Background: an optimization exercise with open tools, aiming at small area. Do not read the settings as production practice.
RTL that was checked went through simulation tests only; none was proved equivalent to the original.
Function not checked in run 1: the RTL went through the layout flow alone.

==> flow/design.v (outline; a module is shown in full before it is edited, if it fits) <==
// module fse_lms_updater: 1747 lines
// module lms_fa: 4 lines
// module lms_aoi22: 3 lines
// module lms_xor: 3 lines
// module lms_xnor: 3 lines
// module lms_ha: 4 lines
module fse_lms_updater (
   input  logic         clk,
   input  logic         i_reset,
   input  logic [7:0]   i_is_data_I,
   input  logic [7:0]   i_is_data_Q,
   input  logic         i_ctrl,
   input  logic         i_baud,
   input  logic [11:0]  i_fse_I,
   input  logic [11:0]  i_fse_Q,
   input  logic         i_en_rx,
   input  logic         i_en_lms,
   output logic [71:0]  o_taps_I,
   output logic [71:0]  o_taps_Q,
   output logic         o_en_taps,
   output logic         o_overrun
);
  // ...
==> flow/flow/run.sh <==
#!/bin/bash
# Own layout flow: the standard synthesis (standard.sh synth, unchanged),
# then the drive-1 resizing of flow/downsize.tcl on the synthesized netlist,
# then the standard ORFS layout (standard.sh finish) with minimum-size port
# buffers and a clock tree built without dummy loads from larger sink
# clusters. ORFS writes each tool's full log under orfs/logs/; the output of
# each command run here goes to a log file of its own in this folder.
set -euo pipefail
bash standard.sh synth > make_synth.log 2>&1
R=orfs/results/${FLOW_PLATFORM}/fse_lms_updater/base
LIB_FILE=${FLOW_HOME}/platforms/${FLOW_PLATFORM}/lib/sky130_fd_sc_hd__tt_025C_1v80.lib \
ODB=$R/1_synth.odb MAX_FANOUT=4 \
  openroad -no_init -exit flow/downsize.tcl > downsize.log 2>&1
touch $R/1_synth.sdc
export BUFFER_PORTS_ARGS="-buffer_cell sky130_fd_sc_hd__buf_1"
export CTS_ARGS="-sink_clustering_enable -repair_clock_nets -dont_use_dummy_load -buf_list sky130_fd_sc_hd__clkbuf_16 -sink_clustering_size 26 -sink_clustering_max_diameter 70"
bash standard.sh finish > make_layout.log 2>&1
==> flow/flow/downsize.tcl <==
# Resize the synthesized netlist's logic cells to drive strength 1 where the
# drive-1 cell is smaller and the cell drives few loads (ABC maps the small
# tree cells of the datapath with drive-2 cells). Registers, buffers,
# inverters and clock cells are left alone; the placement's repair_design and
# repair_timing size cells up again where slew or timing need it.
read_liberty $::env(LIB_FILE)
read_db $::env(ODB)
set lib [lindex [get_libs *] 0]
set n 0
set saved 0.0
foreach inst [get_cells *] {
  set m [get_property $inst ref_name]
  if {![regexp {^(sky130_fd_sc_hd__([a-z0-9]+))_([0-9]+)$} $m -> base fn drive]} { continue }
  if {$drive == 1} { continue }
  if {[regexp {^(df|edf|sdf|dl|buf|clk|inv|bufinv|conb|tap|fill|decap|diode|dly|probe|lpflow)} $fn]} { continue }
  set small [get_lib_cells -quiet */${base}_1]
  if {$small eq ""} { continue }
  set a_old [get_property [get_lib_cells */$m] area]
  set a_new [get_property $small area]
  if {$a_new >= $a_old} { continue }
  set fo 0
  foreach p [get_pins -of_objects $inst -filter "direction == output"] {
    set net [get_nets -quiet -of_objects $p]
    if {$net ne ""} { incr fo [llength [get_pins -quiet -of_objects $net -filter "direction == input"]] }
  }
  if {$fo > $::env(MAX_FANOUT)} { continue }
  replace_cell [get_full_name $inst] ${base}_1
  incr n
  set saved [expr {$saved + $a_old - $a_new}]
}
puts "downsize: resized $n cells, saved [format %.1f $saved] um2"
write_db $::env(ODB)
==> flow/standard.sh <==
#!/bin/bash
# synth_recipe.tcl (not shown) runs the flow's synth.tcl, then flattens the netlist and writes it again
# the make line also repeats each setting of config.mk as NAME=value (left out here)
make -C /OpenROAD-flow-scripts/flow DESIGN_CONFIG=/design/flow/config.mk WORK_HOME=/design/flow/orfs CLKGATE_MAP_FILE= SYNTH_SCRIPT=/design/flow/synth_recipe.tcl "${@:-finish}"
==> flow/config.mk <==
export PLATFORM = sky130hd
export DESIGN_NAME = fse_lms_updater
export DESIGN_NICKNAME = fse_lms_updater
export VERILOG_FILES = /design/flow/design.v
export SDC_FILE = /design/flow/constraint.sdc
export NUM_CORES = 4
export LEC_CHECK = 0
export CAP_MARGIN = 20
export CORE_MARGIN = 2
export CORE_UTILIZATION = 65
export SLEW_MARGIN = 20
export SYNTH_HIERARCHICAL = 1
==> flow/constraint.sdc <==
create_clock -name core_clock -period 13.0 [get_ports {clk}]
set_input_delay 2.6000 -clock core_clock [delete_from_list [all_inputs] [get_ports {clk}]]
set_output_delay 2.6000 -clock core_clock [all_outputs]
set_load 0.01 [all_outputs]
==> metrics.yaml, run 1 <==
floorplanning:
  start_util_pct: 65.4
  die-area_mm2: 0.0531
  fp.dieW_um: 231
  num_rows: 83
timing:
  max_freq_mhz: 80.2
  slew_headroom_pct: 35.1
  fin_worst_skew_ns: 0.0823
  rsz0062_at_grt: "no"
  finalMaxSlewViolations: 0
  final.setup.worst_slack_ns: 0.529
critical_path:
  critical_path.endpoint: "r_aQn[164]$_DFFE_PP_"
  critical_path_arrival_ns: 12.83
  criticalPathCategory: "reg2reg"
  reg2reg_depth: 36
global_routing:
  use_met3_pct: 4.68
  grt_max_degree: 188
placed_design:
  place_ws_ns: 0.145
  dp_hpwl_um: 48300
min_path:
  hold_depth: 0
  hp-start: "r_aQn[43]$_DFFE_PP_"
final_layout:
  finalNonFillerCells: 3017
  fin_util_pct: 71.0
  multi_input_area_mm2: 0.0117
  final-seq-area_mm2: 0.0210
drt:
  drtAntennaViolNets: 0
  met2RoutedLength_um: 33400
  via_count: 18122
  via_per_inst: 6.01
clocking:
  clockBufferDepth: 3
run_status:
  status: "timing/DRC/antenna clean"
==> run 2, diff against run 1 <==
--- a/flow/design.v
+++ b/flow/design.v
@@ -12,37 +12,44 @@
    output logic [71:0]  o_taps_I,
    output logic [71:0]  o_taps_Q,
    output logic         o_en_taps,
    output logic         o_overrun
 );
    logic [3:0]  r_cnt;
    logic        r_stale;       
    logic [3:0]  r_fill;        
-   logic [3:0]  r_ptr;         
+   logic [8:0]  r_poh;         
    logic        w_idle, w_acc, w_step, w_commit;
    assign w_idle   = (r_cnt == 4'd0);
    assign w_acc    = w_idle & i_baud & i_en_lms;
    assign w_step   = (r_cnt != 4'd0) & (r_cnt <= 4'd9);
    assign w_commit = (r_cnt == 4'd11);
    logic [71:0] r_xI, r_xQ;
    always_ff @(posedge clk) begin
       if (i_ctrl) begin
          r_xI <= {r_xI[63:0], i_is_data_I};
          r_xQ <= {r_xQ[63:0], i_is_data_Q};
       end
    end
-   logic [3:0] w_pos;
-   assign w_pos = w_idle ? 4'd8 : r_ptr;
-   logic              w_valid;
-   logic [7:0]  w_xrI, w_xrQ;
+   logic [8:0] w_poh, w_sel;
+   assign w_poh = w_idle ? 9'h100 : r_poh;
+   for (genvar i = 0; i < 9; i++) begin : g_sel
+      assign w_sel[i] = w_poh[i] & (r_fill > 4'(i));
+   end
+   logic [7:0]        w_xrI, w_xrQ;
+   always_comb begin
+      w_xrI = 8'd0;
+      w_xrQ = 8'd0;
+      for (int i = 0; i < 9; i++) begin
+         w_xrI = w_xrI | ({8{w_sel[i]}} & r_xI[i*8 +: 8]);
+         w_xrQ = w_xrQ | ({8{w_sel[i]}} & r_xQ[i*8 +: 8]);
+      end
+   end
    logic [11:0] w_brI, w_brQ, r_rI, r_rQ;
-   assign w_valid = (w_pos < r_fill);
-   assign w_xrI = w_valid ? r_xI[w_pos*8 +: 8] : 8'd0;
-   assign w_xrQ = w_valid ? r_xQ[w_pos*8 +: 8] : 8'd0;
    assign w_brI[0]   = w_xrI[0] ^ 1'b0;
    assign w_brI[1] = (w_xrI[1] & ~w_xrI[0] & ~1'b0) | (~w_xrI[1] & w_xrI[0] & 1'b0);
    assign w_brI[2] = w_xrI[1];
    assign w_brI[3]   = w_xrI[2] ^ w_xrI[1];
    assign w_brI[4] = (w_xrI[3] & ~w_xrI[2] & ~w_xrI[1]) | (~w_xrI[3] & w_xrI[2] & w_xrI[1]);
    assign w_brI[5] = w_xrI[3];
    assign w_brI[6]   = w_xrI[4] ^ w_xrI[3];
    assign w_brI[7] = (w_xrI[5] & ~w_xrI[4] & ~w_xrI[3]) | (~w_xrI[5] & w_xrI[4] & w_xrI[3]);
@@ -60,17 +67,17 @@
    assign w_brQ[7] = (w_xrQ[5] & ~w_xrQ[4] & ~w_xrQ[3]) | (~w_xrQ[5] & w_xrQ[4] & w_xrQ[3]);
    assign w_brQ[8] = w_xrQ[5];
    assign w_brQ[9]   = w_xrQ[6] ^ w_xrQ[5];
    assign w_brQ[10] = (w_xrQ[7] & ~w_xrQ[6] & ~w_xrQ[5]) | (~w_xrQ[7] & w_xrQ[6] & w_xrQ[5]);
    assign w_brQ[11] = w_xrQ[7];
    always_ff @(posedge clk) begin
       r_rI  <= w_brI;
       r_rQ  <= w_brQ;
-      r_ptr <= w_pos - 4'd1 + {3'd0, i_ctrl};
+      r_poh <= i_ctrl ? w_poh : {1'b0, w_poh[8:1]};
    end
    logic signed [11:0] r_eI, r_eQ, w_eInI, w_eInQ;
    localparam logic [11:0] DEC = 12'd362;
    logic [12:0] w_ceI, w_ceQ;
    assign w_ceI[0] = ~i_fse_I[11];
    assign w_ceQ[0] = ~i_fse_Q[11];
    for (genvar i = 0; i < 12; i++) begin : g_err
       logic w_kI, w_kQ;
--- a/flow/flow/run.sh
+++ b/flow/flow/run.sh
@@ -8,10 +8,10 @@
 set -euo pipefail
 bash standard.sh synth > make_synth.log 2>&1
 R=orfs/results/${FLOW_PLATFORM}/fse_lms_updater/base
 LIB_FILE=${FLOW_HOME}/platforms/${FLOW_PLATFORM}/lib/sky130_fd_sc_hd__tt_025C_1v80.lib \
 ODB=$R/1_synth.odb MAX_FANOUT=4 \
   openroad -no_init -exit flow/downsize.tcl > downsize.log 2>&1
 touch $R/1_synth.sdc
 export BUFFER_PORTS_ARGS="-buffer_cell sky130_fd_sc_hd__buf_1"
-export CTS_ARGS="-sink_clustering_enable -repair_clock_nets -dont_use_dummy_load -buf_list sky130_fd_sc_hd__clkbuf_16 -sink_clustering_size 26 -sink_clustering_max_diameter 70"
+export CTS_ARGS="-sink_clustering_enable -repair_clock_nets -dont_use_dummy_load -buf_list sky130_fd_sc_hd__clkbuf_16 -sink_clustering_size 30 -sink_clustering_max_diameter 80"
 bash standard.sh finish > make_layout.log 2>&1
==> flow/config.mk (replaced) <==
export PLATFORM = sky130hd
export DESIGN_NAME = fse_lms_updater
export DESIGN_NICKNAME = fse_lms_updater
export VERILOG_FILES = /design/flow/design.v
export SDC_FILE = /design/flow/constraint.sdc
export NUM_CORES = 4
export LEC_CHECK = 0
export CAP_MARGIN = 20
export CORE_MARGIN = 2
export CORE_UTILIZATION = 55
export SLEW_MARGIN = 20
export SYNTH_HIERARCHICAL = 1
==> run 2 against run 1 <==
  * Still clean
  * Core utilization is 11 points lower
  * Final cell count up 2.5%
  * Worst setup slack worse by 0.013 ns
  * Sequential share of layout area grew 0.54 points
  * Count of clock-buffer cells in the layout shrank 4
  * Die area grew 17%
  * Sequential cell count increased by 5
==> metrics.yaml, run 2 <==
yosys:
  avgSynthCellArea_um2: 16.0
  syn_inst: 2074
  yosys_warnings: 7
  synthesis.area_mm2: 0.0332
  syn_nets: 2413
clocking:
  clock-root-buffer: "clkbuf_16"
  clock-sinks: 716
  cts_buffers: 34
  clk_pin_slew_ns: 0.10
  cts_tree: "yes"
  htree_levels: 2
  clockBufferDepth: 3  # unchanged
  insertion_delay_ns: 0.59
  ctsHoldBuffers: 0
drt:
  wire_per_inst_um: 23.1
  first_pass_iters: 6
  wirelength_um: 71500
  drtAntennaViolNets: 0  # unchanged
  drc_errors: 0
  via_count: 17864  # -1.4%
  via_per_inst: 5.78  # -3.8%
  drt_iter0_markers: 1679
placed_design:
  gp_congestion: 0.908
  place_ws_ns: 0.395  # +0.251 ns
  dp_hpwl_um: 49100  # +1.5%
  portBuffers: 191
  placed_area_mm2: 0.0352
  placed_cells: 3053
timing:
  finalMaxSlewViolations: 0  # unchanged
  setup-tns-final_ns: 0
  fin_crit_sh_pct: 96.0
  final-hold-violation-count: 0
  max_freq_mhz: 80.1  # -0.10%
  rsz0062_at_grt: "no"
  fin_worst_skew_ns: 0.0913  # +0.00899 ns
  worstMarginPinSlew_ns: 1.15
  finalCriticalPeriod_ns: 12.48
  slew_headroom_pct: 23.2  # -12 points
  finalSetupViolations: 0
  final.setup.worst_slack_ns: 0.517  # -0.0125 ns
floorplanning:
  core-area_mm2: 0.0600
  num_rows: 90  # +8.4%
  start_util_pct: 55.3  # -10 points
  die_h_um: 250
  die-area_mm2: 0.0624  # +17%
  ios: 192
  fp.dieW_um: 250  # +8.3%
critical_path:
  criticalPathCategory: "reg2reg"
  critical_path_arrival_ns: 12.87  # +0.04 ns
  cp_common_cell: "fa_1"
  critPathRequiredTime_ns: 13.39
  slowest_stage: "fa_1"
  worst-path-buf-inv: 4
  critPathMaxStageDelay_ns: 0.53
  setup.worst_path.end_class: "register"
  path_depth: 38
  worst_setup_path_start_kind: "register"
  crit_family: "adder cells"
  reg2reg_depth: 38  # +5.6%
  crit_path_max_fanout: 18
final_layout:
  layout_common_cells: "672 x edfxtp_1, 231 x fa_1, 198 x a22oi_1, 190 x buf_1, 180 x nor2_1"
  finalNonFillerCells: 3091  # +2.5%
  final-seq-area_mm2: 0.0211  # +0.47%
  layout_commonest_cell: "edfxtp_1"
  final_area_mm2: 0.0361
  multi_input_area_mm2: 0.0115  # -1.9%
  reg_top3: "r_aIn (180), r_aQn (180)"
  drive_above_1_share_pct: 5.59
  antenna_cells: 0
  final_nets: 2650
  fill_cells: 4647
  syn2layout_area_growth_pct: 8.53
global_routing:
  grt_pass1_vias: 18005
  antenna_found_initial: 0
  grt_usage_pct: 23.0
  grt_pass1_wl_um: 109000
  grt_max_degree: 185  # -1.6%
  grt_overflow: 0
run_status:
  status: "timing/DRC/antenna clean"
min_path:
  hold_depth: 0  # unchanged
  hold_class: "reg2reg"
flow_run:
  cap_violations: 0
[run 2: path summary, 6_finish.rpt]
check                      slack [ns]               endpoint                 start
min in group asynchronous        1.98  o_overrun$_DFFE_PP0P_               i_reset
hold reg to reg                  0.35   r_aQn[149]$_DFFE_PP_  r_aQn[169]$_DFFE_PP_
setup / recovery                 0.52   r_aQn[163]$_DFFE_PP_     r_eQ[4]$_DFFE_PP_
max in group asynchronous       10.70    r_stale$_DFFE_PP1P_               i_reset
hold / removal                   0.35   r_aQn[149]$_DFFE_PP_  r_aQn[169]$_DFFE_PP_
setup reg to reg                 0.52   r_aQn[163]$_DFFE_PP_     r_eQ[4]$_DFFE_PP_
[run 2: final cells by class]
class,count,area share (%)
inverter,99,1.04
timing repair buffer,252,3.34
clock buffer,34,2.36
tap,782,2.71
multi-input combinational,1208,32.0
sequential,716,58.6
[run 2: what timing repair did]
item	CTS	global route
setup endpoints to repair	0	37
gates resized for setup	0	8
buffers inserted	0	4
[run 2: worst register-to-register path, delay by kind of cell (launching register included)]
family,cells,cell delay (ns)
DFF,1,0.38
adders and majority gates,23,9.42
buffers and inverters,4,0.59
xor gates and xnor gates,2,0.61
and+or+nand+nor,3,0.27
AOI/OAI and AO/OA,6,1.07
[run 2: per-layer routing]
layer	global-route usage [%]	up-vias	wire, um
met3	3.91	84	4240
met4	5.59	0	1600
li1	-	8034	-
met5	0	-	0
met2	36.0	555	33700
met1	34.0	9191	31900
[run 2: metrics by stage]
stage / utilization [%] / hold WS, ns
4_1_cts: 60.0 / 0.341
5_1_grt: 60.1 / 0.346
3_5_place_dp: 58.6 / 0.405
3_3_place_gp: 58.6 / 0.400
2_1_floorplan: - / 0.400
6_report: 60.1 / 0.348

-- what the ideal ports hide --
How much do the figures lean on ideal ports? The routed layouts below were timed once more, with nothing changed but the port constraints. Step 1 assumes that a clkbuf_16 drives the clock port and a buf_2 every other input. Step 2, shift: input delay + t, output delay - t, t = (earliest + latest rising clock arrival at the registers) / 2. This alone moves slack from input paths to output paths. a / b / c = ideal ports / drivers / drivers and shift; a / b = the first two.
| run | shift t [ns] | setup slack, ns | worst setup path at the end | pins driven straight from the clock port |
|---|---|---|---|---|
| run 1 | 0.623 | 0.529 / 0.529 / 0.529 | register to register | 1 |
| run 2 | 0.616 | 0.517 / 0.517 / 0.517 | register to register | 1 |
After both steps setup and hold are still met in every run listed.
